Source: an optimization exercise on an open RTL-to-GDS flow (aim: small area, a short achievable clock period and few clock cycles per item). Production flows keep margins and buffers that such runs may drop. RTL that was checked went through simulation tests only; none was proved equivalent to the original. The RTL of runs 2 and 3 was laid out without a check of its function. Power is estimated from default activity; no workload was simulated.

## flow/design.v (module list and top-level ports; edited modules follow where they fit)
// module fp32_round_pack: 66 lines
// module fp32_mul_pipe: 1707 lines
module fp32_mul_pipe #(
  parameter logic [31:0] QNAN = fp32_pkg::QNAN
) (
  input  logic        clk,
  input  logic        rst_n,
  input  logic        in_valid,
  output logic        in_ready,
  input  logic [31:0] A,
  input  logic [31:0] B,
  output logic        out_valid,
  input  logic        out_ready,
  output logic [31:0] result,
  output logic [2:0]  flags
);
  // ...
==> flow/run.sh <==
#!/bin/bash
# synth_recipe.tcl (not shown) runs the flow's synth.tcl, then flattens the netlist and writes it again
# the make line also repeats each setting of config.mk as NAME=value (left out here)
make -C /OpenROAD-flow-scripts/flow DESIGN_CONFIG=/design/flow/config.mk WORK_HOME=/design/flow/orfs CLKGATE_MAP_FILE= SYNTH_SCRIPT=/design/flow/synth_recipe.tcl finish
==> flow/config.mk <==
export PLATFORM = sky130hd
export DESIGN_NAME = fp32_mul_pipe
export DESIGN_NICKNAME = fp32_mul_pipe
export VERILOG_FILES = /design/flow/design.v
export SDC_FILE = /design/flow/constraint.sdc
export NUM_CORES = 4
export LEC_CHECK = 0
export CAP_MARGIN = 20
export CORE_MARGIN = 2
export CORE_UTILIZATION = 40
export SLEW_MARGIN = 20
==> flow/constraint.sdc <==
create_clock -name core_clock -period 8.0 [get_ports {clk}]
set_input_delay 1.6000 -clock core_clock [delete_from_list [all_inputs] [get_ports {clk}]]
set_output_delay 1.6000 -clock core_clock [all_outputs]
set_load 0.01 [all_outputs]
==> metrics.csv, run 1 <==
stage,metric,value,unit
pwr,leakage,9.68,nW
setup_path,startpoint_type,input port,
routing,drc,0,
placement,dp_hpwl,68300,µm
synth,ys_ff_latch,71,
timing,slew_violations,0,
layout,layoutNonFillerInstCount,3696,
layout,final_cell_mix,"a21oi_1, nor2_1, fa_1, inv_1, nand2_1",
clock_network,clkSinkCount,71,
setup_path,setup.worst_path.end,ck_q,
setup_path,cp.depth,15,
synth,synth_edf_count,70,
clock_network,cts_tree,done,
floorplanning,dieArea,60300,µm²
outcome,status,"complete, no violations",
clock_network,ctsHtreeMaxLevel,3,
synth,yosys_warnings,2,
layout,buffers_excl_clock,198,
layout,sh_seq_area,0.0857,
floorplanning,core,57700,µm²
setup_path,endpoint_kind,flip-flop,
synth,avgSynthCellArea,7.59,µm²
timing,finalWorstSetupSlack,1.18,ns
timing,maxSlewHeadroom,0.189,
grt,grt_max_degree,78,
setup_path,setup.worst_path.class,in2reg,
timing,finalHoldViolCount,0,
timing,finalSetupViolations,0,
placement,portBuffers,104,
grt,antenna_found_initial,4,
setup_path,cp_num_buf_inv,3,
synth,synth_xor_area_frac,0.0371,
pwr,p_per_area,317,nW/µm²
pwr,peakVddDrop,0.000293,V
floorplanning,io_pins,105,
placement,place_congestion,0.994,
synth,synthTopCellsByArea,"fa_1, edfxtp_1, a21oi_1",
Testbench counts, summed over its fixed seeds: cycles 8,008, items 8,000.
==> run 2: changes to the inputs <==
--- a/flow/design.v
+++ b/flow/design.v
@@ -76,18 +76,18 @@
   output logic        in_ready,
   input  logic [31:0] A,
   input  logic [31:0] B,
   output logic        out_valid,
   input  logic        out_ready,
   output logic [31:0] result,
   output logic [2:0]  flags
 );
-  localparam int NR = 54;
-  localparam int HW = 27;
+  localparam int NR = 72;
+  localparam int HW = 36;
   logic adv;
   logic [NR-1:0] rd, rq;
   logic [HW-1:0] hia, hib;
   logic ck;
   logic sign_d, sign_q, tie0_d, tie0_q, tie1_d, tie1_q, ck_q;
   logic [1:0] cls_d, cls_q;
   logic signed [9:0] exp_d, exp_q;
   logic bo0, bt0, bn0;
@@ -1645,76 +1645,94 @@
   assign fs291 = fc204 ^ fs246 ^ fc245;
   assign fc291 = (fc204 & fs246) | (fc204 & fc245) | (fs246 & fc245);
   assign fs292 = fs247 ^ hc205 ^ fc246;
   assign fc292 = (fs247 & hc205) | (fs247 & fc246) | (hc205 & fc246);
   assign fs293 = A[22] ^ hs248 ^ fc247;
   assign fc293 = (A[22] & hs248) | (A[22] & fc247) | (hs248 & fc247);
   assign hs294 = 1'b1 ^ hc248;
   assign hc294 = 1'b1 & hc248;
-  logic [20:0] loa, lob;
-  logic [21:0] lo_sum;
-  assign loa = {fs267, fs266, fs265, fs264, fs263, fs262, fs261, fs260, fs259, fs258, fs257, fs256, fs255, fs254, fs253, fs252, fs251, hs250, hs249, pp0_1, pp0_0};
-  assign lob = {fc266, fc265, fc264, fc263, fc262, fc261, fc260, fc259, fc258, fc257, fc256, fc255, fc254, fc253, fc252, fc251, hc250, hc249, bn1, 1'b0, bn0};
+  logic [11:0] loa, lob;
+  logic [12:0] lo_sum;
+  assign loa = {fs258, fs257, fs256, fs255, fs254, fs253, fs252, fs251, hs250, hs249, pp0_1, pp0_0};
+  assign lob = {fc257, fc256, fc255, fc254, fc253, fc252, fc251, hc250, hc249, bn1, 1'b0, bn0};
   assign lo_sum = {1'b0, loa} + {1'b0, lob};
-  assign ck = lo_sum[21];
-  assign rd[0] = fs268;
-  assign rd[1] = fc267;
-  assign rd[2] = fs269;
-  assign rd[3] = fc268;
-  assign rd[4] = fs270;
-  assign rd[5] = fc269;
-  assign rd[6] = fs271;
-  assign rd[7] = fc270;
-  assign rd[8] = fs272;
-  assign rd[9] = fc271;
-  assign rd[10] = fs273;
-  assign rd[11] = fc272;
-  assign rd[12] = fs274;
-  assign rd[13] = fc273;
-  assign rd[14] = fs275;
-  assign rd[15] = fc274;
-  assign rd[16] = fs276;
-  assign rd[17] = fc275;
-  assign rd[18] = fs277;
-  assign rd[19] = fc276;
-  assign rd[20] = fs278;
-  assign rd[21] = fc277;
-  assign rd[22] = fs279;
-  assign rd[23] = fc278;
-  assign rd[24] = fs280;
-  assign rd[25] = fc279;
-  assign rd[26] = fs281;
-  assign rd[27] = fc280;
-  assign rd[28] = fs282;
-  assign rd[29] = fc281;
-  assign rd[30] = fs283;
-  assign rd[31] = fc282;
-  assign rd[32] = fs284;
-  assign rd[33] = fc283;
-  assign rd[34] = fs285;
-  assign rd[35] = fc284;
-  assign rd[36] = fs286;
-  assign rd[37] = fc285;
-  assign rd[38] = fs287;
-  assign rd[39] = fc286;
-  assign rd[40] = fs288;
-  assign rd[41] = fc287;
-  assign rd[42] = fs289;
-  assign rd[43] = fc288;
-  assign rd[44] = fs290;
-  assign rd[45] = fc289;
-  assign rd[46] = fs291;
-  assign rd[47] = fc290;
-  assign rd[48] = fs292;
-  assign rd[49] = fc291;
-  assign rd[50] = fs293;
-  assign rd[51] = fc292;
-  assign rd[52] = hs294;
-  assign rd[53] = fc293;
+  assign ck = lo_sum[12];
+  assign rd[0] = fs259;
+  assign rd[1] = fc258;
+  assign rd[2] = fs260;
+  assign rd[3] = fc259;
+  assign rd[4] = fs261;
+  assign rd[5] = fc260;
+  assign rd[6] = fs262;
+  assign rd[7] = fc261;
+  assign rd[8] = fs263;
+  assign rd[9] = fc262;
+  assign rd[10] = fs264;
+  assign rd[11] = fc263;
+  assign rd[12] = fs265;
+  assign rd[13] = fc264;
+  assign rd[14] = fs266;
+  assign rd[15] = fc265;
+  assign rd[16] = fs267;
+  assign rd[17] = fc266;
+  assign rd[18] = fs268;
+  assign rd[19] = fc267;
+  assign rd[20] = fs269;
+  assign rd[21] = fc268;
+  assign rd[22] = fs270;
+  assign rd[23] = fc269;
+  assign rd[24] = fs271;
+  assign rd[25] = fc270;
+  assign rd[26] = fs272;
+  assign rd[27] = fc271;
+  assign rd[28] = fs273;
+  assign rd[29] = fc272;
+  assign rd[30] = fs274;
+  assign rd[31] = fc273;
+  assign rd[32] = fs275;
+  assign rd[33] = fc274;
+  assign rd[34] = fs276;
+  assign rd[35] = fc275;
+  assign rd[36] = fs277;
+  assign rd[37] = fc276;
+  assign rd[38] = fs278;
+  assign rd[39] = fc277;
+  assign rd[40] = fs279;
+  assign rd[41] = fc278;
+  assign rd[42] = fs280;
+  assign rd[43] = fc279;
+  assign rd[44] = fs281;
+  assign rd[45] = fc280;
+  assign rd[46] = fs282;
+  assign rd[47] = fc281;
+  assign rd[48] = fs283;
+  assign rd[49] = fc282;
+  assign rd[50] = fs284;
+  assign rd[51] = fc283;
+  assign rd[52] = fs285;
+  assign rd[53] = fc284;
+  assign rd[54] = fs286;
+  assign rd[55] = fc285;
+  assign rd[56] = fs287;
+  assign rd[57] = fc286;
+  assign rd[58] = fs288;
+  assign rd[59] = fc287;
+  assign rd[60] = fs289;
+  assign rd[61] = fc288;
+  assign rd[62] = fs290;
+  assign rd[63] = fc289;
+  assign rd[64] = fs291;
+  assign rd[65] = fc290;
+  assign rd[66] = fs292;
+  assign rd[67] = fc291;
+  assign rd[68] = fs293;
+  assign rd[69] = fc292;
+  assign rd[70] = hs294;
+  assign rd[71] = fc293;
   logic a_zero, b_zero, a_inf, b_inf, a_nan, b_nan;
   logic [23:0] lza, lzb, oha, ohb;
   assign a_zero = (A[30:23] == 8'h00);
   assign b_zero = (B[30:23] == 8'h00);
   assign a_inf  = (A[30:23] == 8'hFF) && (A[22:0] == 23'h0);
   assign b_inf  = (B[30:23] == 8'hFF) && (B[22:0] == 23'h0);
   assign a_nan  = (A[30:23] == 8'hFF) && (A[22:0] != 23'h0);
   assign b_nan  = (B[30:23] == 8'hFF) && (B[22:0] != 23'h0);
@@ -1754,19 +1772,19 @@
       ck_q   <= ck;
       sign_q <= sign_d;
       tie0_q <= tie0_d;
       tie1_q <= tie1_d;
       cls_q  <= cls_d;
       exp_q  <= exp_d;
     end
   end
-  assign hia = {rq[52], rq[50], rq[48], rq[46], rq[44], rq[42], rq[40], rq[38], rq[36], rq[34], rq[32], rq[30], rq[28], rq[26], rq[24], rq[22], rq[20], rq[18], rq[16], rq[14], rq[12], rq[10], rq[8], rq[6], rq[4], rq[2], rq[0]};
-  assign hib = {rq[53], rq[51], rq[49], rq[47], rq[45], rq[43], rq[41], rq[39], rq[37], rq[35], rq[33], rq[31], rq[29], rq[27], rq[25], rq[23], rq[21], rq[19], rq[17], rq[15], rq[13], rq[11], rq[9], rq[7], rq[5], rq[3], rq[1]};
-  fp32_round_pack #(.K(21), .QNAN(QNAN)) u_round_pack (
+  assign hia = {rq[70], rq[68], rq[66], rq[64], rq[62], rq[60], rq[58], rq[56], rq[54], rq[52], rq[50], rq[48], rq[46], rq[44], rq[42], rq[40], rq[38], rq[36], rq[34], rq[32], rq[30], rq[28], rq[26], rq[24], rq[22], rq[20], rq[18], rq[16], rq[14], rq[12], rq[10], rq[8], rq[6], rq[4], rq[2], rq[0]};
+  assign hib = {rq[71], rq[69], rq[67], rq[65], rq[63], rq[61], rq[59], rq[57], rq[55], rq[53], rq[51], rq[49], rq[47], rq[45], rq[43], rq[41], rq[39], rq[37], rq[35], rq[33], rq[31], rq[29], rq[27], rq[25], rq[23], rq[21], rq[19], rq[17], rq[15], rq[13], rq[11], rq[9], rq[7], rq[5], rq[3], rq[1]};
+  fp32_round_pack #(.K(12), .QNAN(QNAN)) u_round_pack (
     .hia    (hia),
     .hib    (hib),
     .cin    (ck_q),
     .tie0   (tie0_q),
     .tie1   (tie1_q),
     .sign   (sign_q),
     .exp    (exp_q),
     .cls    (cls_q),
==> flow/config.mk (replaced) <==
export PLATFORM = sky130hd
export DESIGN_NAME = fp32_mul_pipe
export DESIGN_NICKNAME = fp32_mul_pipe
export VERILOG_FILES = /design/flow/design.v
export SDC_FILE = /design/flow/constraint.sdc
export NUM_CORES = 4
export LEC_CHECK = 0
export CAP_MARGIN = 20
export CORE_MARGIN = 2
export CORE_UTILIZATION = 45
export SETUP_SLACK_MARGIN = 2
export SLEW_MARGIN = 20
==> run 2 against run 1 <==
  * Cell count decreased by 10%
  * Register-to-register slack got worse by 0.15 ns
  * Synthesized cell count fell by 9.9%
  * Core utilization is 7.5 points higher
  * Largest power group unchanged
  * Hold slack gained 0.062 ns
  * Cell area decreased by 3.1%
  * Still clean
  * Critical path depth grew 1
  * Fmax up 15%
  * Highest routed layer unchanged
  * Critical endpoint is now result[13]
==> metrics.csv, run 2 <==
stage,metric,value,unit,change
outcome,status,"complete, no violations",,
layout,nets,3123,,
clock_network,clock_tree.root_cell,clkbuf_16,,
timing,fin_crit_sh,0.743,,
synth,async_flop_share,0.0112,,
timing,finalWorstSetupSlack,2.05,ns,+0.872 ns
routing,viasPerCell,6.49,,
setup_path,startpoint_type,flip-flop,,
timing,finalHoldViolCount,0,,unchanged
synth,netlist_top_cells_count,"nor2_1, clkbuf_1, inv_1",,
grt,grt_pass1_wl,127000,µm,
clock_network,cts_max_path_buffers,2,,
clock_network,clk_pin_slew_worst_paths,0.07,ns,
timing,fmax,0.168,GHz,
floorplanning,die_h,223,µm,
layout,largest_register_ffs,72,,
placement,dp_slack,1.06,ns,
floorplanning,io_pins,105,,unchanged
synth,seq_area_frac_synth,0.123,,
timing,slew_violations,0,,unchanged
clock_network,clock_latency,0.37,ns,
synth,yosys_warnings,2,,unchanged
synth,synth_edf_count,88,,+26%
layout,area_growth,11.1,%,
synth,synth_ff_type,edfxtp_1,,
floorplanning,rows,80,,
pwr,leakage,9.67,nW,-0.12%
placement,dp_hpwl,61400,µm,-10%
timing,hold-worst-slack,0.824,ns,
grt,grt_overflow_total,0,,
synth,synth_top_area_share,0.231,,
timing,worst_pin_slew,1.12,ns,
timing,rsz0062_at_grt,true,,
floorplanning,die_w,223,µm,
setup_path,arrival,4.35,ns,
clock_network,cts_tree,done,,
timing,finClkSkew,0.00539,ns,
layout,final_common_cell,nor2_1,,
setup_path,endpoint_kind,output port,,
setup_path,setup.worst_path.class,reg2out,,
routing,drc,0,,unchanged
floorplanning,dieArea,49900,µm²,-17%
synth,avgSynthCellArea,7.81,µm²,+2.9%
layout,layoutNonFillerInstCount,3327,,-10%
synth,yosys.area.top_type,fa_1,,
floorplanning,start_util,0.454,,
synth,synthTopCellsByArea,"fa_1, edfxtp_1, a211oi_1",,
timing,period_minus_slack,5.95,ns,
synth,ys_ff_latch,89,,+25%
synth,syn_area,21600,µm²,
timing,final.setup.tns,0,ns,
floorplanning,core,47600,µm²,-17%
routing,drt_first_pass_iters,7,,
pwr,peakVddDrop,0.000179,V,-39%
layout,finish.utilization,0.505,,
synth,synth_nets,3189,,
routing,wl,83800,µm,
layout,reg_top3,"rq (72), exp_q (10), cls_q (2)",,
grt,antenna_found_initial,6,,+2
timing,finalSetupViolations,0,,unchanged
routing,num_vias,21600,,
setup_path,cp.required,6.40,ns,
placement,place_inst,3286,,
clock_network,clkSinkCount,89,,+25%
clock_network,hold_buffers,0,,
routing,drt_first_iter_violations,2718,,
clock_network,ctsHtreeMaxLevel,3,,unchanged
grt,grt_pass1_vias,20600,,
synth,synth_cell_types,97,,
pwr,p_per_area,349,nW/µm²,+10%
run,drv_cap,0,,
clock_network,cts_buffers,9,,
grt,grt_max_degree,63,,-19%
placement,portBuffers,104,,unchanged
placement,place_congestion,0.984,,-1.1%
worst_hold_path,holdCritPathClass,reg2reg,,
layout,final_cell_mix,"nor2_1, inv_1, fa_1, o21ai_0, a211oi_1",,
grt,grt.total_usage,0.333,,
layout,drive_gt1_frac,0.111,,
timing,maxSlewHeadroom,0.252,,+0.0634
layout,largest_register,rq,,
synth,syn_inst,2771,,
routing,antenna_left,0,,
routing,wl_per_cell,25.2,µm,
synth,post-synth-top-count-cell,nor2_1,,
setup_path,cp_max_fo,6,,
## run 2: cell count changes after synthesis, moves of 38 or more
cell | before | now
nor2b_1 | 51 | 8
a211oi_1 | 105 | 186
maj3_1 | 47 | 0
a22oi_1 | 121 | 174
nand2_1 | 228 | 187
o21ai_0 | 176 | 232
nor2_1 | 276 | 340
buf_1 | 74 | 36
a21oi_1 | 317 | 141
o311a_1 | 52 | 0
o22ai_1 | 126 | 22
## run 2: cells by family after synthesis
family	count (synthesis)	synth area share
xor+xnor	81	0.0328
flops	89	0.123
mux	17	0.00827
buf+inv	558	0.0993
fa+ha+maj	350	0.289
simple gates	726	0.152
compound gates	950	0.295
## run 2: critical path: stages, from the launching register on
cell	delay, ns
edfxtp_1	0.43
ha_4	0.33
nand3_1	0.12
o22ai_4	0.33
o211ai_1	0.29
a21o_1	0.25
a211o_1	0.32
or4_4	0.45
nor4_4	0.20
buf_4	0.17
buf_4	0.10
buf_4	0.10
nand2_1	0.06
o21ai_1	0.13
a32oi_1	0.06
nor2_1	0.11
clkdlybuf4s50_1	0.54
## run 2: per-stage QoR
| stage | power (mW) | area (µm²) |
|---|---|---|
| finish | 8.39 | 24100 |
| floorplan | 5.58 | 21600 |
| global placement | 7.25 | 23000 |
| detailed placement | 7.42 | 23000 |
| global route | 9.25 | 24000 |
| CTS | 8.19 | 23800 |
## run 2: layout make-up
type                    instances  area (µm²)
fillers                      4609       23600
multi-input cells            2128       17400
flip-flops and latches         89        2670
repair buffers                224        1980
inverters                     253         952
well taps                     615         769
clock buffers                   9         225
clock inverters                 6        45.0
diodes                          3        7.51
## run 2: timing repair
item	in CTS	in global routing
endpoints found under the setup margin	80	69
gates resized for setup	117	92
hold endpoints to repair	0	0
pin swaps	21	14
setup buffers	16	2
gates cloned	3	2
## run 2: final timing paths
check / startpoint / end / slack [ns] / depth (start not counted)
max in group asynchronous: rst_n / out_valid / 6.53 / 1
hold reg to reg: out_valid / out_valid / 0.82 / 2
hold / removal: out_valid / out_valid / 0.82 / 2
setup reg to reg: out_valid / rq[56] / 6.09 / 2
setup / recovery: rq[11] / result[13] / 2.05 / 16
min in group asynchronous: rst_n / out_valid / 1.37 / 1
## run 2: power by group
part	internal (mW)	switching, mW	total, mW
combinational	2.78	4.07	6.85
clock	0.210	0.194	0.403
sequential	1.01	0.130	1.14
## run 2: layer usage
metal	wire [µm]	global-route usage	up-vias
met4	3920	0.140	4
met3	9800	0.0848	236
met2	36400	0.516	1317
met1	33600	0.442	10400
met5	27	0	-
li1	-	-	9659
==> run 3: changes to the inputs <==
==> flow/flow/run.sh (new file) <==
#!/bin/bash
# The standard layout, with the port buffers that global placement inserts made plain
# buffers (sky130_fd_sc_hd__buf_2) instead of the delay cell that buffer_ports picks.
set -euo pipefail
export BUFFER_PORTS_ARGS="-buffer_cell sky130_fd_sc_hd__buf_2"
bash standard.sh finish > standard_flow.log 2>&1
==> flow/standard.sh (new file) <==
#!/bin/bash
# synth_recipe.tcl (not shown) runs the flow's synth.tcl, then flattens the netlist and writes it again
# the make line also repeats each setting of config.mk as NAME=value (left out here)
make -C /OpenROAD-flow-scripts/flow DESIGN_CONFIG=/design/flow/config.mk WORK_HOME=/design/flow/orfs CLKGATE_MAP_FILE= SYNTH_SCRIPT=/design/flow/synth_recipe.tcl "${@:-finish}"
--- a/flow/config.mk
+++ b/flow/config.mk
@@ -5,8 +5,10 @@
 export SDC_FILE = /design/flow/constraint.sdc
 export NUM_CORES = 4
 export LEC_CHECK = 0
+export ABC_AREA = 1
 export CAP_MARGIN = 20
 export CORE_MARGIN = 2
 export CORE_UTILIZATION = 45
-export SETUP_SLACK_MARGIN = 2
+export SETUP_SLACK_MARGIN = 3
 export SLEW_MARGIN = 20
+export TNS_END_PERCENT = 5
removed: flow/run.sh
==> run 3 against run 2 <==
  * Still clean on timing, DRC and antenna
  * Global-route usage down 1.4 points
  * Cell area down 1.6%
  * Via count down 12%
  * Combinational power up 9.1%
  * Critical path type is now in2reg
  * Critical endpoint is now rq[34]
  * Largest power group unchanged
==> metrics.csv, run 3 <==
stage,metric,value,unit,change
synth,async_flop_share,0.0112,,unchanged
synth,avgSynthCellArea,7.77,µm²,-0.52%
setup_path,crit_slowest_cell,fa_2,,
pwr,peakVddDrop,0.000186,V,+3.8%
clock_network,cts_buffers,9,,unchanged
worst_hold_path,holdCritPathClass,reg2reg,,
layout,finish.utilization,0.547,,+0.0425
layout,largest_register,rq,,
grt,grt_pass1_wl,109000,µm,-14%
placement,place_inst,3134,,-4.6%
floorplanning,dieArea,45700,µm²,-8.5%
synth,post-synth-top-count-cell,inv_1,,
pwr,p_int,4.13,mW,+3.2%
clock_network,ctsHtreeMaxLevel,3,,unchanged
synth,synth_edf_count,88,,unchanged
clock_network,hold_buffers,0,,unchanged
setup_path,startpoint_type,input port,,
pwr,combPwrFrac,0.825,,+0.009
grt,grt.total_usage,0.319,,-0.0140
timing,finalSetupViolations,0,,unchanged
setup_path,critPathMaxStageDelay,0.56,ns,+0.02 ns
layout,final_common_cell,inv_1,,
clock_network,clock_latency,0.35,ns,-0.02 ns
placement,dp_slack,1.40,ns,+0.341 ns
pwr,leakage,11.1,nW,+14%
synth,yosys_warnings,2,,unchanged
outcome,status,"complete, no violations",,
setup_path,arrival,5.33,ns,+0.98 ns
floorplanning,start_util,0.457,,+0.00295
synth,synth_ff_type,edfxtp_1,,
routing,drt_first_iter_violations,2313,,-15%
clock_network,cts_tree,done,,
layout,reg_top3,"rq (72), exp_q (10), cls_q (2)",,
floorplanning,die_h,214,µm,-4.3%
clock_network,clock_tree.root_cell,clkbuf_16,,
pwr,net-switching-power,4.93,mW,+12%
routing,num_vias,19100,,-12%
layout,antenna_cells,0,,-3
synth,netlist_top_cells_count,"inv_1, nand2_1, xor2_1",,
clock_network,clkSinkCount,89,,unchanged
timing,period_minus_slack,5.24,ns,-0.707 ns
pwr,pwr-share-seq,0.130,,-0.006
layout,drive_gt1_frac,0.194,,+0.0827
setup_path,crit_chain,"buf_16, nand2_4, inv_4, nor2_4, clkinvlp_4, buf_6, buf_4, o22ai_1, xor2_1, fa_1, fa_2, fa_2, fa_2, inv_2, fa_2",,
setup_path,cp.required,8.09,ns,+1.69 ns
placement,portBuffers,104,,unchanged
clock_network,clk_pin_slew_worst_paths,0.07,ns,about the same
placement,place_congestion,0.984,,about the same
grt,grt_pass1_vias,18600,,-10%
floorplanning,rows,76,,-5.0%
routing,wl,72700,µm,-13%
layout,largest_register_ffs,72,,unchanged
synth,synth_top_area_share,0.253,,+0.0218
synth,syn_inst,2546,,-8.1%
timing,fmax,0.191,GHz,+14%
setup_path,crit_top_cell,fa_2,,
timing,maxSlewHeadroom,0.334,,+0.0823
grt,antenna_found_initial,0,,-6
clock_network,cts_max_path_buffers,2,,unchanged
timing,finalHoldViolCount,0,,unchanged
timing,rsz0062_at_grt,true,,
routing,antenna_left,0,,unchanged
synth,ys_ff_latch,89,,unchanged
setup_path,setup.worst_path.class,in2reg,,
grt,grt_max_degree,47,,-25%
layout,nets,3106,,-0.54%
pwr,p_per_area,383,nW/µm²,+9.7%
layout,design_area,23700,µm²,-1.6%
floorplanning,die_w,214,µm,-4.3%
routing,viasPerCell,5.81,,-10%
timing,final.setup.tns,0,ns,unchanged
timing,hold-worst-slack,0.945,ns,+0.120 ns
pwr,p_sw_frac,0.544,,+0.0210
timing,slew_violations,0,,unchanged
routing,drc,0,,unchanged
run,drv_cap,0,,unchanged
placement,dp_hpwl,50900,µm,-17%
setup_path,endpoint_kind,flip-flop,,
floorplanning,io_pins,105,,unchanged
timing,finalWorstSetupSlack,2.76,ns,+0.707 ns
routing,drt_first_pass_iters,6,,-1
layout,final_cell_mix,"inv_1, nand2_1, xor2_1, fa_1, o22ai_1",,
synth,synth_nets,2964,,-7.1%
pwr,total_power,9.06,mW,+7.9%
timing,finClkSkew,0.00832,ns,+0.00293 ns
synth,syn_area,19800,µm²,-8.6%
placement,placed_area,21000,µm²,-8.9%
grt,grt_overflow_total,0,,unchanged
layout,area_growth,19.7,%,
synth,synth_cell_types,56,,-42%
timing,fin_crit_sh,0.655,,-0.0884
synth,seq_area_frac_synth,0.135,,+0.0116
synth,yosys.area.top_type,fa_1,,
timing,worst_pin_slew,0.989,ns,-0.131 ns
pwr,clock_power_share,0.045,,-0.003
synth,synthTopCellsByArea,"fa_1, edfxtp_1, xor2_1",,
setup_path,cp_max_fo,5,,-1
layout,layoutNonFillerInstCount,3278,,-1.5%
routing,wl_per_cell,22.2,µm,-12%
floorplanning,core,43300,µm²,-9.2%
[run 3: cell count changes after synthesis, moves of 24 or more]
cell and change:
xor2_1 +238, a221oi_1 -67, xnor2_1 -40, o22ai_1 +244, nor2_1 -182, nand4_1 +24
a22oi_1 -173, nand2_1 +238, clkbuf_1 -158, inv_1 +185, nand3_1 +56, o21ai_0 -178
a211oi_1 -185, a21oi_1 -95
[run 3: logic make-up after synthesis]
group / synth area share
multiplexers: 0.00152
XOR/XNOR: 0.124
buffers and inverters: 0.119
adder cells (fa/ha/maj): 0.316
flip-flops: 0.135
AND/OR/NAND/NOR: 0.179
AO/OA/AOI/OAI: 0.125
[run 3: layout make-up]
cell class	instances	area (µm²)
multi-input cells	1849	15800
well taps	585	732
flip-flops and latches	89	2670
inverters	479	1960
repair inverters	8	56.3
clock buffers	9	225
repair buffers	252	2200
fillers	3975	19600
clock inverters	7	72.6
[run 3: power by group through the flow]
stage	clock network (mW)	logic, mW	registers [mW]
floorplan	0	5.12	1.15
global placement	0	6.89	1.18
detailed placement	0	7.09	1.18
CTS	0.420	7.27	1.17
global route	0.440	8.58	1.20
finish	0.409	7.47	1.18
[run 3: timing repair]
action,CTS,global route
gates resized for setup,198,95
endpoints found under the setup margin,95,88
cloned,18,3
pin swaps,59,61
setup buffers,82,25
[run 3: path summary, 6_finish.rpt]
kind / end / slack [ns] / cells after the start / from
worst max-delay path: rq[34] / 2.76 / 15 / B[15]
worst min-delay path: out_valid / 0.94 / 3 / out_valid
worst max register to register: rq[56] / 6.04 / 3 / out_valid
worst min register to register: out_valid / 0.94 / 3 / out_valid
max in group asynchronous: out_valid / 6.91 / 1 / rst_n
min in group asynchronous: out_valid / 1.01 / 1 / rst_n
[run 3: worst max-delay path: cells and delay by family]
family / cells / cell delay (ns)
AO/OA/AOI/OAI: 1 / 0.19
XOR/XNOR: 1 / 0.23
AND/OR/NAND/NOR: 2 / 0.19
buffers and inverters: 6 / 0.69
adder cells (fa/ha/maj): 5 / 2.43
[run 3: routing by layer]
layer | part of all wire | GRT usage | vias up
met3 | 0.10 | 0.0622 | 309
met5 | 0 | 0 | -
met1 | 0.39 | 0.414 | 9033
li1 | - | - | 8498
met4 | 0.074 | 0.189 | 0
met2 | 0.43 | 0.495 | 1219

[separate check: timing with driven ports]
The flow's constraints put no driver on any port. The routed layouts listed below were extracted and timed again, unchanged, in two steps.
Step 1 assumes that a clkbuf_16 drives the clock port and a buf_2 every other input.
Step 2 also shifts input and output timing later by t, the mid clock arrival at the registers, as if the neighbouring blocks saw the same clock.
a / b / c = ideal ports / drivers / drivers and shift; a / b = the first two.
| run | t, ns | setup WS [ns] | hold WS [ns] |
|---|---|---|---|
| run 1 | 0.432 | 1.183 / 1.194 / 0.762 | 0.763 / 0.763 / 0.763 |
| run 2 | 0.418 | 2.055 / 1.999 / 1.678 | 0.824 / 0.824 / 0.824 |
| run 3 | 0.395 | 2.762 / 2.750 / 2.356 | 0.945 / 0.945 / 0.945 |
After both steps every run listed still meets setup and hold. The setup slack of run 1, which loses most, moves by +0.011 ns with the drivers and by -0.421 ns with both steps.
